Background: an optimization exercise with open tools, aiming at a short achievable clock period and few clock cycles. Do not read the settings as production practice. At most, simulation tests tie the RTL to the original design; equivalence was not proved. Power and IR drop assume default switching activity.

## mips_core
module mips_core (
    input  logic            clk,
    input  logic            rst,
    output mips_pkg::word_t iport_addr_o,
    input  mips_pkg::word_t iport_data_i,
    output mips_pkg::word_t dport_addr_o,
    output mips_pkg::word_t dport_wdata_o,
    output logic            dport_we_o,
    output logic            dport_re_o,
    input  mips_pkg::word_t dport_rdata_i
);
make LEC_CHECK=0 ABC_CLOCK_PERIOD_IN_PS=2000 CAP_MARGIN=20 CORE_MARGIN=2 CORE_UTILIZATION=55 SETUP_SLACK_MARGIN=4.2 SLEW_MARGIN=20 finish   # period 6.5 ns
run.sh (not shown) runs the stock make flow with config.mk's settings and CLKGATE_MAP_FILE= SYNTH_SCRIPT=/design/flow/synth_recipe.tcl, a recipe that flattens the netlist after the stock synthesis.
Change:
--- a/flow/config.mk
+++ b/flow/config.mk
@@ -6,8 +6,8 @@
 export NUM_CORES = 4
 export LEC_CHECK = 0
-export ABC_CLOCK_PERIOD_IN_PS = 2000
+export ABC_CLOCK_PERIOD_IN_PS = 2500
 export CAP_MARGIN = 20
 export CORE_MARGIN = 2
-export CORE_UTILIZATION = 55
-export SETUP_SLACK_MARGIN = 4.2
+export CORE_UTILIZATION = 40
+export SETUP_SLACK_MARGIN = 3.8
 export SLEW_MARGIN = 20
After rerunning: Via count went down slightly; total power fell slightly; synthesized area does not change; global-route usage went down by 11 points; setup slack is better by 0.041 ns; fmax rises slightly.
No functional check of the RTL was part of any run of this note.

========
Another version of the RTL of mips_core (not shown whole).
For scale: roughly 6500 cells after synthesis, roughly 0.078 mm2 of cells after synthesis.
clock: 6.5 ns
lec_check: 0
abc_clock_period_in_ps: 2500
cap_margin: 20
core_margin: 2
core_utilization: 40
setup_slack_margin: 4.7
slew_margin: 20
synth_hierarchical: 1
synth_minimum_keep_size: 0
==> next run, changes <==
--- a/flow/config.mk
+++ b/flow/config.mk
@@ -11,2 +11,3 @@
-export CORE_UTILIZATION = 40
-export SETUP_SLACK_MARGIN = 4.7
+export CORE_UTILIZATION = 55
+export PLACE_DENSITY = 0.65
+export SETUP_SLACK_MARGIN = 4.3
The new run ran to the end with no violations.
Sequential share of layout area grows by 2.2 points.
Design area goes down by 5.7%.
Count of clock-buffer cells in the layout drops by 2.
==> next run, changes <==
--- a/flow/config.mk
+++ b/flow/config.mk
@@ -11,2 +11 @@
-export CORE_UTILIZATION = 55
-export PLACE_DENSITY = 0.65
+export CORE_UTILIZATION = 40
Outcome: Fmax grows slightly. Global-route usage fell by 8.8 points. Sequential power barely changes. Combinational power came out higher slightly. Non-clock buffer count grows by 29. Cell area grows slightly. Via count decreases slightly.
Function was not checked in any run of this note: the RTL went through the layout flow alone.

========
== main ==
mips_core, a different RTL version from the one above (not shown whole).
Size in the first run: ~6300 cells after synthesis, roughly 160 I/O pins.
Settings: LEC_CHECK=0, ABC_CLOCK_PERIOD_IN_PS=2500, CAP_MARGIN=20, CORE_MARGIN=2, CORE_UTILIZATION=40, SETUP_SLACK_MARGIN=3.8, SLEW_MARGIN=20, SYNTH_HIERARCHICAL=1, SYNTH_MINIMUM_KEEP_SIZE=0; clock period 6.5 ns.
main has completed all stages; timing, DRC and antenna checks passed.
Testbench counts of main, summed over its fixed seeds: cycles 72,458.
Modified inputs, the feature branch compared to main
- SETUP_SLACK_MARGIN: 3.8 -> 4.3
## What came out
- The feature branch ends up with higher routed length on met3 than main does.
- Re via count of the first global-routing pass: main and the feature branch aren't equal, and the lower value belongs to main.
- Compare main and the feature branch | leakage component of the power lower: main
- The post-CTS setup buffer count in the feature branch sits about 170% above the value recorded for main.
- Delta (the feature branch minus main): worst hold margin now smaller; post-layout minimum cycle time now smaller; multi-input gate share of total cell area now smaller; synthesized cell area comparable.

========
Another version of the RTL of mips_core (not shown whole).
Size: ~6400 cells after synthesis, about 160 I/O pins, roughly 77000 um2 of cells after synthesis.
Settings: LEC_CHECK=0, ABC_CLOCK_PERIOD_IN_PS=2500, CAP_MARGIN=20, CORE_MARGIN=2, CORE_UTILIZATION=60, SETUP_SLACK_MARGIN=3.8, SLEW_MARGIN=20, SYNTH_HIERARCHICAL=1, SYNTH_MINIMUM_KEEP_SIZE=0; clock period 6.5 ns.
The baseline completed without violations.
==> next run, changes <==
- CORE_UTILIZATION: 60 -> 40
Cell area rose by a few percent.
Sequential share of layout area fell by 0.93 points.
Clock skew increases by 0.016 ns.
Sequential power barely changes.
Hold slack stays flat.
Combinational power goes up slightly.
Global-route usage goes down by 14 points.
Total power went up by a few percent.
Cell count grows by roughly a tenth.
Synthesized cell count stays the same.
No functional check of the RTL was part of any run of this note.

==> what the ideal ports hide <==
In the flow no input, the clock included, has a driving cell. The finished layouts below were timed again as built, in two steps. Step 1 assumes that a clkbuf_16 drives the clock port and a buf_2 every other input. Step 2 moves the port delays by t, midway between the first and last clock arrival at a register: inputs arrive t later, outputs are due t later. That takes back most of the time a late clock gives input paths. a / b / c = no drivers / after step 1 / after step 2; a / b = the first two.
| run | t (ns) | setup WS [ns] | hold slack, ns | worst setup path at the end | slew at the worst register clock pin (ns) |
|---|---|---|---|---|---|
| the first run of note 1 | 0.851 | 2.710 / 2.710 / 2.710 | 0.392 / 0.392 / 0.392 | register to register | 0.07 / 0.07 |
| the second run of note 1 | 0.870 | 2.750 / 2.750 / 2.750 | 0.393 / 0.393 / 0.393 | register to register | 0.07 / 0.07 |
| the first run of note 2 | 0.919 | 3.694 / 3.537 / 2.618 | 0.355 / 0.355 / 0.355 | input to register | 0.07 / 0.07 |
| the second run of note 2 | 0.881 | 3.667 / 3.643 / 2.762 | 0.396 / 0.396 / 0.396 | input to register | 0.07 / 0.07 |
| the third run of note 2 | 0.925 | 3.707 / 3.482 / 2.557 | 0.395 / 0.395 / 0.395 | input to register | 0.07 / 0.07 |
| main | 0.918 | 3.640 / 3.525 / 2.607 | 0.391 / 0.391 / 0.391 | input to register | 0.07 / 0.07 |
| the feature branch | 0.931 | 3.694 / 3.506 / 2.575 | 0.382 / 0.382 / 0.382 | input to register | 0.07 / 0.07 |
| the first run of note 4 | 0.891 | 3.074 / 3.117 / 2.235 | 0.392 / 0.392 / 0.392 | input to register | 0.07 / 0.07 |
| the second run of note 4 | 0.891 | 3.267 / 3.321 / 2.430 | 0.393 / 0.393 / 0.393 | input to register | 0.07 / 0.07 |
After both steps every run listed still meets setup and hold. The setup slack of the third run of note 2, which loses most, moves by -0.225 ns with the drivers and by -1.150 ns with both steps.
